What follows belongs to an exercise in optimizing a design on an open flow for small area and a short achievable clock period; a production flow would make more cautious choices. Where RTL was checked, it was by simulation tests only, not by an equivalence proof against the original. Power is estimated from default activity; no workload was simulated.

==> inputs of juniper <==
## spi_ram
module spi_ram #(
   parameter int MEM_DEPTH = 256,
   parameter int ADDR_SIZE = 8,
   parameter int AUTO_INC  = 1
) (
   input  logic       clk,
   input  logic       rst_n,
   input  logic [9:0] rx_data,
   input  logic       rx_valid,
   output logic [7:0] tx_data,
   output logic       tx_valid,
   output logic       err,
   output logic [7:0] err_count
);
   logic [7:0] mem [256];
   logic [7:0] rd_part [4];
   logic        rx_prev;
   logic [7:0]  wr_addr;
   logic [7:0]  rd_addr;
   logic [7:0]  rd_lo;       
   logic [7:0]  rd_mid;      
   logic        wr_ok;
   logic        rd_ok;
   logic [15:0] wr_row_n;
   logic [7:0]  wr_data;
   logic        rd_byp;
   logic        accept;
   logic [1:0]  cmd;
   logic        do_write;
   logic        do_read;
   logic        reject;
   logic        rd_load;
   logic        wr_pend;
   logic [15:0] wr_col_n;
   logic [255:0] wr_en;
   logic [63:0] rsel;
   assign accept   = rst_n & rx_valid & ~rx_prev;
   assign cmd      = rx_data[9:8];
   assign do_write = accept & (cmd == 2'b01) & wr_ok;
   assign do_read  = accept & (cmd == 2'b11) & rd_ok;
   assign reject   = accept & cmd[0] & ~(cmd[1] ? rd_ok : wr_ok);
   assign rd_load  = accept & (cmd == 2'b10);
   assign wr_pend  = ~&wr_row_n;
   spi_ram_dec4n u_col (.a(wr_addr[3:0]), .y(wr_col_n));
   for (genvar i = 0; i < 256; i++) begin : g_we
      spi_ram_nor2 u_we (.a({wr_row_n[i/16], wr_col_n[i%16]}), .y(wr_en[i]));
   end
   always_ff @(posedge clk) begin
      for (int i = 0; i < 256; i++)
         if (wr_en[i]) mem[i] <= wr_data;
   end
   always_comb begin
      for (int j = 0; j < 8; j++)
         for (int k = 0; k < 8; k++)
            rsel[j*8+k] = rd_mid[j] & rd_lo[k];
   end
   for (genvar q = 0; q < 4; q++) begin : g_q
      for (genvar b = 0; b < 8; b++) begin : g_b
         logic [7:0] part;
         for (genvar j = 0; j < 8; j++) begin : g_j
            logic [7:0] d;
            for (genvar k = 0; k < 8; k++) begin : g_k
               assign d[k] = mem[q*64 + j*8 + k][b];
            end
            spi_ram_andor8 u_ao (.d(d), .s(rsel[j*8 +: 8]), .y(part[j]));
         end
         logic y;
         spi_ram_or8 u_or (.a(part), .y(y));
  ...
==> module spi_ram, before the edit <==
module spi_ram #(
   parameter int MEM_DEPTH = 256,
   parameter int ADDR_SIZE = 8,
   parameter int AUTO_INC  = 1
) (
   input  logic       clk,
   input  logic       rst_n,
   input  logic [9:0] rx_data,
   input  logic       rx_valid,
   output logic [7:0] tx_data,
   output logic       tx_valid,
   output logic       err,
   output logic [7:0] err_count
);
   logic [7:0] mem [256];
   logic [7:0] rd_part [4];
   logic        rx_prev;
   logic [7:0]  wr_addr;
   logic [7:0]  rd_addr;
   logic [7:0]  rd_lo;       
   logic [7:0]  rd_mid;      
   logic        wr_ok;
   logic        rd_ok;
   logic [15:0] wr_row_n;
   logic [7:0]  wr_data;
   logic        rd_byp;
   logic        accept;
   logic [1:0]  cmd;
   logic        do_write;
   logic        do_read;
   logic        reject;
   logic        rd_load;
   logic        wr_pend;
   logic [15:0] wr_col_n;
   logic [255:0] wr_en;
   logic [63:0] rsel;
   assign accept   = rst_n & rx_valid & ~rx_prev;
   assign cmd      = rx_data[9:8];
   assign do_write = accept & (cmd == 2'b01) & wr_ok;
   assign do_read  = accept & (cmd == 2'b11) & rd_ok;
   assign reject   = accept & cmd[0] & ~(cmd[1] ? rd_ok : wr_ok);
   assign rd_load  = accept & (cmd == 2'b10);
   assign wr_pend  = ~&wr_row_n;
   spi_ram_dec4n u_col (.a(wr_addr[3:0]), .y(wr_col_n));
   for (genvar i = 0; i < 256; i++) begin : g_we
      spi_ram_nor2 u_we (.a({wr_row_n[i/16], wr_col_n[i%16]}), .y(wr_en[i]));
   end
   always_ff @(posedge clk) begin
      for (int i = 0; i < 256; i++)
         if (wr_en[i]) mem[i] <= wr_data;
   end
   always_comb begin
      for (int j = 0; j < 8; j++)
         for (int k = 0; k < 8; k++)
            rsel[j*8+k] = rd_mid[j] & rd_lo[k];
   end
   for (genvar q = 0; q < 4; q++) begin : g_q
      for (genvar b = 0; b < 8; b++) begin : g_b
         logic [7:0] part;
         for (genvar j = 0; j < 8; j++) begin : g_j
            logic [7:0] d;
            for (genvar k = 0; k < 8; k++) begin : g_k
               assign d[k] = mem[q*64 + j*8 + k][b];
            end
            spi_ram_andor8 u_ao (.d(d), .s(rsel[j*8 +: 8]), .y(part[j]));
         end
         logic y;
         spi_ram_or8 u_or (.a(part), .y(y));
         always_ff @(posedge clk) rd_part[q][b] <= y;
      end
   end
   always_ff @(posedge clk) begin
      if (accept && cmd == 2'b01) wr_data <= rx_data[7:0];
      rd_byp <= wr_pend && wr_addr == rd_addr;
   end
   always_ff @(posedge clk) begin
      if (!rst_n) begin
         wr_row_n  <= 16'hFFFF;
         rx_prev   <= 1'b0;
         tx_data   <= 8'h00;
         tx_valid  <= 1'b0;
         err       <= 1'b0;
         err_count <= 8'h00;
         wr_addr   <= 8'h00;
         rd_addr   <= 8'h00;
         rd_lo     <= 8'h01;
         rd_mid    <= 8'h01;
         wr_ok     <= 1'b0;
         rd_ok     <= 1'b0;
      end else begin
         rx_prev <= rx_valid;
         wr_row_n <= do_write ? ~(16'd1 << wr_addr[7:4]) : 16'hFFFF;
         err     <= reject;
         if (reject && err_count != 8'hFF) err_count <= err_count + 8'd1;
         if (rd_load) begin
            rd_addr <= rx_data[7:0];
            rd_lo   <= 8'd1 << rx_data[2:0];
            rd_mid  <= 8'd1 << rx_data[5:3];
            rd_ok   <= 1'b1;
         end
         if (do_read) begin
            rd_addr <= rd_addr + 8'd1;
            rd_lo   <= {rd_lo[6:0], rd_lo[7]};
            if (rd_lo[7]) rd_mid <= {rd_mid[6:0], rd_mid[7]};
            tx_data <= rd_byp ? wr_data : rd_part[rd_addr[7:6]];
         end
         if (accept) tx_valid <= do_read;
         if (accept && cmd == 2'b00) begin
            wr_addr <= rx_data[7:0];
            wr_ok   <= 1'b1;
         end
         if (wr_pend) wr_addr <= wr_addr + 8'd1;
      end
   end
endmodule
Settings: LEC_CHECK=0, CAP_MARGIN=20, CORE_MARGIN=2, CORE_UTILIZATION=40, CTS_CLUSTER_DIAMETER=100, CTS_CLUSTER_SIZE=30, SETUP_SLACK_MARGIN=2.2, SLEW_MARGIN=20, SYNTH_HIERARCHICAL=1; clock period 4.4 ns.
run.sh (not shown) runs the stock make flow with config.mk's settings and CLKGATE_MAP_FILE= SYNTH_SCRIPT=/design/flow/synth_recipe.tcl, a recipe that flattens the netlist after the stock synthesis.
==> fjord: changes against juniper <==
--- a/flow/design.v
+++ b/flow/design.v
@@ -34,4 +34,15 @@
    assign y = ~(16'd1 << a);
 endmodule
+module spi_ram_rsel (
+   input  logic [7:0]  lo,
+   input  logic [7:0]  mid,
+   output logic [63:0] s
+);
+   always_comb begin
+      for (int j = 0; j < 8; j++)
+         for (int k = 0; k < 8; k++)
+            s[j*8+k] = mid[j] & lo[k];
+   end
+endmodule
 module spi_ram #(
    parameter int MEM_DEPTH = 256,
@@ -52,5 +63,5 @@
    logic        rx_prev;
    logic [7:0]  wr_addr;
-   logic [7:0]  rd_addr;
+   logic [1:0]  rd_hi;       
    logic [7:0]  rd_lo;       
    logic [7:0]  rd_mid;      
@@ -68,6 +79,7 @@
    logic        wr_pend;
    logic [15:0] wr_col_n;
+   logic [15:0] wr_col_d;
    logic [255:0] wr_en;
-   logic [63:0] rsel;
+   logic [63:0] rsel [2];
    assign accept   = rst_n & rx_valid & ~rx_prev;
    assign cmd      = rx_data[9:8];
@@ -77,5 +89,5 @@
    assign rd_load  = accept & (cmd == 2'b10);
    assign wr_pend  = ~&wr_row_n;
-   spi_ram_dec4n u_col (.a(wr_addr[3:0]), .y(wr_col_n));
+   spi_ram_dec4n u_col (.a(wr_addr[3:0]), .y(wr_col_d));
    for (genvar i = 0; i < 256; i++) begin : g_we
       spi_ram_nor2 u_we (.a({wr_row_n[i/16], wr_col_n[i%16]}), .y(wr_en[i]));
@@ -85,8 +97,6 @@
          if (wr_en[i]) mem[i] <= wr_data;
    end
-   always_comb begin
-      for (int j = 0; j < 8; j++)
-         for (int k = 0; k < 8; k++)
-            rsel[j*8+k] = rd_mid[j] & rd_lo[k];
+   for (genvar h = 0; h < 2; h++) begin : g_sel
+      spi_ram_rsel u_sel (.lo(rd_lo), .mid(rd_mid), .s(rsel[h]));
    end
    for (genvar q = 0; q < 4; q++) begin : g_q
@@ -98,5 +108,5 @@
                assign d[k] = mem[q*64 + j*8 + k][b];
             end
-            spi_ram_andor8 u_ao (.d(d), .s(rsel[j*8 +: 8]), .y(part[j]));
+            spi_ram_andor8 u_ao (.d(d), .s(rsel[q/2][j*8 +: 8]), .y(part[j]));
          end
          logic y;
@@ -107,5 +117,6 @@
    always_ff @(posedge clk) begin
       if (accept && cmd == 2'b01) wr_data <= rx_data[7:0];
-      rd_byp <= wr_pend && wr_addr == rd_addr;
+      wr_col_n <= wr_col_d;
+      rd_byp <= wr_pend && wr_addr[7:6] == rd_hi && rd_mid[wr_addr[5:3]] && rd_lo[wr_addr[2:0]];
    end
    always_ff @(posedge clk) begin
@@ -118,5 +129,5 @@
          err_count <= 8'h00;
          wr_addr   <= 8'h00;
-         rd_addr   <= 8'h00;
+         rd_hi     <= 2'd0;
          rd_lo     <= 8'h01;
          rd_mid    <= 8'h01;
@@ -129,5 +140,5 @@
          if (reject && err_count != 8'hFF) err_count <= err_count + 8'd1;
          if (rd_load) begin
-            rd_addr <= rx_data[7:0];
+            rd_hi   <= rx_data[7:6];
             rd_lo   <= 8'd1 << rx_data[2:0];
             rd_mid  <= 8'd1 << rx_data[5:3];
@@ -135,8 +146,8 @@
          end
          if (do_read) begin
-            rd_addr <= rd_addr + 8'd1;
+            if (rd_mid[7] && rd_lo[7]) rd_hi <= rd_hi + 2'd1;
             rd_lo   <= {rd_lo[6:0], rd_lo[7]};
             if (rd_lo[7]) rd_mid <= {rd_mid[6:0], rd_mid[7]};
-            tx_data <= rd_byp ? wr_data : rd_part[rd_addr[7:6]];
+            tx_data <= rd_byp ? wr_data : rd_part[rd_hi];
          end
          if (accept) tx_valid <= do_read;
==> flow/flow/run.sh (new file) <==
#!/bin/bash
# The standard layout (standard.sh, synthesis through finish, final DEF in
# out/), changed in one way only: the buffer that buffer_ports puts on every
# input and output port is a plain sky130_fd_sc_hd__buf_4 instead of the delay
# cell it picks by default, which the footprint-matched repair cannot resize.
# make's full output goes to make_finish.log; ORFS keeps each step's log under
# orfs/logs/.
set -euo pipefail
bash standard.sh "BUFFER_PORTS_ARGS=-buffer_cell sky130_fd_sc_hd__buf_4" finish > make_finish.log 2>&1
==> flow/standard.sh (new file) <==
#!/bin/bash
# synth_recipe.tcl (not shown) runs the flow's synth.tcl, then flattens the netlist and writes it again
# the make line also repeats each setting of config.mk as NAME=value (left out here)
make -C /OpenROAD-flow-scripts/flow DESIGN_CONFIG=/design/flow/config.mk WORK_HOME=/design/flow/orfs CLKGATE_MAP_FILE= SYNTH_SCRIPT=/design/flow/synth_recipe.tcl "${@:-finish}"
--- a/flow/config.mk
+++ b/flow/config.mk
@@ -8,8 +8,9 @@
 export CAP_MARGIN = 20
 export CORE_MARGIN = 2
-export CORE_UTILIZATION = 40
+export CORE_UTILIZATION = 65
+export CTS_BUF_LIST = sky130_fd_sc_hd__clkbuf_8 sky130_fd_sc_hd__clkbuf_16
 export CTS_CLUSTER_DIAMETER = 100
 export CTS_CLUSTER_SIZE = 30
-export SETUP_SLACK_MARGIN = 2.2
+export SETUP_SLACK_MARGIN = 2.4
 export SLEW_MARGIN = 20
 export SYNTH_HIERARCHICAL = 1
removed: flow/run.sh
==> sierra: changes against juniper <==
--- a/flow/design.v
+++ b/flow/design.v
@@ -34,4 +34,15 @@
    assign y = ~(16'd1 << a);
 endmodule
+module spi_ram_rsel (
+   input  logic [7:0]  lo,
+   input  logic [7:0]  mid,
+   output logic [63:0] s
+);
+   always_comb begin
+      for (int j = 0; j < 8; j++)
+         for (int k = 0; k < 8; k++)
+            s[j*8+k] = mid[j] & lo[k];
+   end
+endmodule
 module spi_ram #(
    parameter int MEM_DEPTH = 256,
@@ -52,5 +63,5 @@
    logic        rx_prev;
    logic [7:0]  wr_addr;
-   logic [7:0]  rd_addr;
+   logic [1:0]  rd_hi;       
    logic [7:0]  rd_lo;       
    logic [7:0]  rd_mid;      
@@ -68,6 +79,7 @@
    logic        wr_pend;
    logic [15:0] wr_col_n;
+   logic [15:0] wr_col_d;
    logic [255:0] wr_en;
-   logic [63:0] rsel;
+   logic [63:0] rsel [2];
    assign accept   = rst_n & rx_valid & ~rx_prev;
    assign cmd      = rx_data[9:8];
@@ -77,5 +89,5 @@
    assign rd_load  = accept & (cmd == 2'b10);
    assign wr_pend  = ~&wr_row_n;
-   spi_ram_dec4n u_col (.a(wr_addr[3:0]), .y(wr_col_n));
+   spi_ram_dec4n u_col (.a(wr_addr[3:0]), .y(wr_col_d));
    for (genvar i = 0; i < 256; i++) begin : g_we
       spi_ram_nor2 u_we (.a({wr_row_n[i/16], wr_col_n[i%16]}), .y(wr_en[i]));
@@ -85,8 +97,6 @@
          if (wr_en[i]) mem[i] <= wr_data;
    end
-   always_comb begin
-      for (int j = 0; j < 8; j++)
-         for (int k = 0; k < 8; k++)
-            rsel[j*8+k] = rd_mid[j] & rd_lo[k];
+   for (genvar h = 0; h < 2; h++) begin : g_sel
+      spi_ram_rsel u_sel (.lo(rd_lo), .mid(rd_mid), .s(rsel[h]));
    end
    for (genvar q = 0; q < 4; q++) begin : g_q
@@ -98,5 +108,5 @@
                assign d[k] = mem[q*64 + j*8 + k][b];
             end
-            spi_ram_andor8 u_ao (.d(d), .s(rsel[j*8 +: 8]), .y(part[j]));
+            spi_ram_andor8 u_ao (.d(d), .s(rsel[q/2][j*8 +: 8]), .y(part[j]));
          end
          logic y;
@@ -107,5 +117,6 @@
    always_ff @(posedge clk) begin
       if (accept && cmd == 2'b01) wr_data <= rx_data[7:0];
-      rd_byp <= wr_pend && wr_addr == rd_addr;
+      wr_col_n <= wr_col_d;
+      rd_byp <= wr_pend && wr_addr[7:6] == rd_hi && rd_mid[wr_addr[5:3]] && rd_lo[wr_addr[2:0]];
    end
    always_ff @(posedge clk) begin
@@ -118,5 +129,5 @@
          err_count <= 8'h00;
          wr_addr   <= 8'h00;
-         rd_addr   <= 8'h00;
+         rd_hi     <= 2'd0;
          rd_lo     <= 8'h01;
          rd_mid    <= 8'h01;
@@ -129,5 +140,5 @@
          if (reject && err_count != 8'hFF) err_count <= err_count + 8'd1;
          if (rd_load) begin
-            rd_addr <= rx_data[7:0];
+            rd_hi   <= rx_data[7:6];
             rd_lo   <= 8'd1 << rx_data[2:0];
             rd_mid  <= 8'd1 << rx_data[5:3];
@@ -135,8 +146,8 @@
          end
          if (do_read) begin
-            rd_addr <= rd_addr + 8'd1;
+            if (rd_mid[7] && rd_lo[7]) rd_hi <= rd_hi + 2'd1;
             rd_lo   <= {rd_lo[6:0], rd_lo[7]};
             if (rd_lo[7]) rd_mid <= {rd_mid[6:0], rd_mid[7]};
-            tx_data <= rd_byp ? wr_data : rd_part[rd_addr[7:6]];
+            tx_data <= rd_byp ? wr_data : rd_part[rd_hi];
          end
          if (accept) tx_valid <= do_read;
--- a/flow/config.mk
+++ b/flow/config.mk
@@ -8,8 +8,9 @@
 export CAP_MARGIN = 20
 export CORE_MARGIN = 2
-export CORE_UTILIZATION = 40
+export CORE_UTILIZATION = 65
+export CTS_BUF_LIST = sky130_fd_sc_hd__clkbuf_8 sky130_fd_sc_hd__clkbuf_16
 export CTS_CLUSTER_DIAMETER = 100
 export CTS_CLUSTER_SIZE = 30
-export SETUP_SLACK_MARGIN = 2.2
+export SETUP_SLACK_MARGIN = 2.4
 export SLEW_MARGIN = 20
 export SYNTH_HIERARCHICAL = 1
==> notes.md <==
juniper completed with no timing, DRC or antenna violations. sierra produced a clean layout. fjord produced a clean layout.
Against juniper, the clock skew of sierra is lower by 0.014 ns.
Against juniper, the die area of sierra is smaller by about 40%.
Between fjord and sierra, the lower final area is in fjord (gap 0.27%, measured against sierra).
The highest utilization belongs to sierra, the lowest to juniper.
Sequential power is about the same in juniper and fjord.
Against fjord, the synthesized area of juniper is smaller by about 0.56%.
Clock-buffer cell count: fjord is lower than juniper (34).
The lowest sequential share of layout area belongs to juniper, the highest to fjord.
In juniper the power is larger than in sierra, by 0.68%.
==> figures <==
Status: sierra timing/DRC/antenna clean; fjord timing/DRC/antenna clean; juniper timing/DRC/antenna clean
Setup crit start: sierra tx_data[5]; fjord tx_data[5]; juniper wr_addr[2]
Cell depth of the worst flop-to-flop path: sierra 6; fjord 6; juniper 3
Multi-input combinational cell count: sierra 2,107; fjord 2,111; juniper 2,047
Overall power after layout: sierra 0.0320 W; fjord 0.0321 W; juniper 0.0322 W
Grt met2 use: sierra 48.0%; fjord 49.2%; juniper 32.5%
Clock distribution power: sierra 0.00938 W; fjord 0.00943 W; juniper 0.00967 W
Largest net degree at the start of global routing: sierra 210; fjord 206; juniper 174
Register share of the cell area: sierra 76.2%; fjord 76.4%; juniper 74.1%
Synthesized-area fraction occupied by and/or/nand/nor cells: sierra 6.46%; fjord 6.46%; juniper 6.01%
Non-clock inverters: sierra 8; fjord 8; juniper 5
Vias post-DR: sierra 42,900; fjord 43,200; juniper 43,200
Number of tapcells: sierra 1,600; fjord 1,600; juniper 2,526
Flop pwr share: sierra 69.8%; fjord 69.7%; juniper 69.0%
Compound-gate portion of the synthesized area: sierra 10.7%; fjord 10.7%; juniper 10.6%
Final weighted congestion in routability-driven placement: sierra 0.931; fjord 0.906; juniper 0.870
Final Non-Filler Cells: sierra 6,104; fjord 6,114; juniper 7,041
Multi-input logic portion of the cell area: sierra 17.4%; fjord 17.2%; juniper 17.5%
Ys Warns: sierra 13; fjord 13; juniper 9
Only the layout flow was run in juniper; the RTL was not checked for function there.

what the ideal ports hide:
The flow's constraints put no driver on any port. The routed layouts listed below were extracted and timed again, unchanged, in two steps. Step 1 sets driving cells, clkbuf_16 on the clock port and buf_2 on the other inputs (assumed; they add their load-dependent delay and slew). Step 2 also shifts input and output timing later by t, the mid clock arrival at the registers, as if the neighbouring blocks saw the same clock. a / b / c = ideal ports / drivers / drivers and shift; a / b = the first two.
run | shift t [ns] | setup WS [ns] | hold slack, ns | worst slew at a driven data input, ns | cell pins on the clock port's net
juniper | 0.804 | 2.117 / 2.117 / 1.594 | 0.506 / 0.488 / 0.506 | 0.06 | 1
fjord | 0.780 | 2.237 / 2.167 / 1.719 | 0.410 / 0.395 / 0.502 | 0.16 | 1
sierra | 0.782 | 2.237 / 2.159 / 1.648 | 0.488 / 0.492 / 0.506 | 0.16 | 1
After both steps setup and hold are still met in every run listed. The setup slack of sierra, which loses most, moves by -0.078 ns with the drivers and by -0.589 ns with both steps.
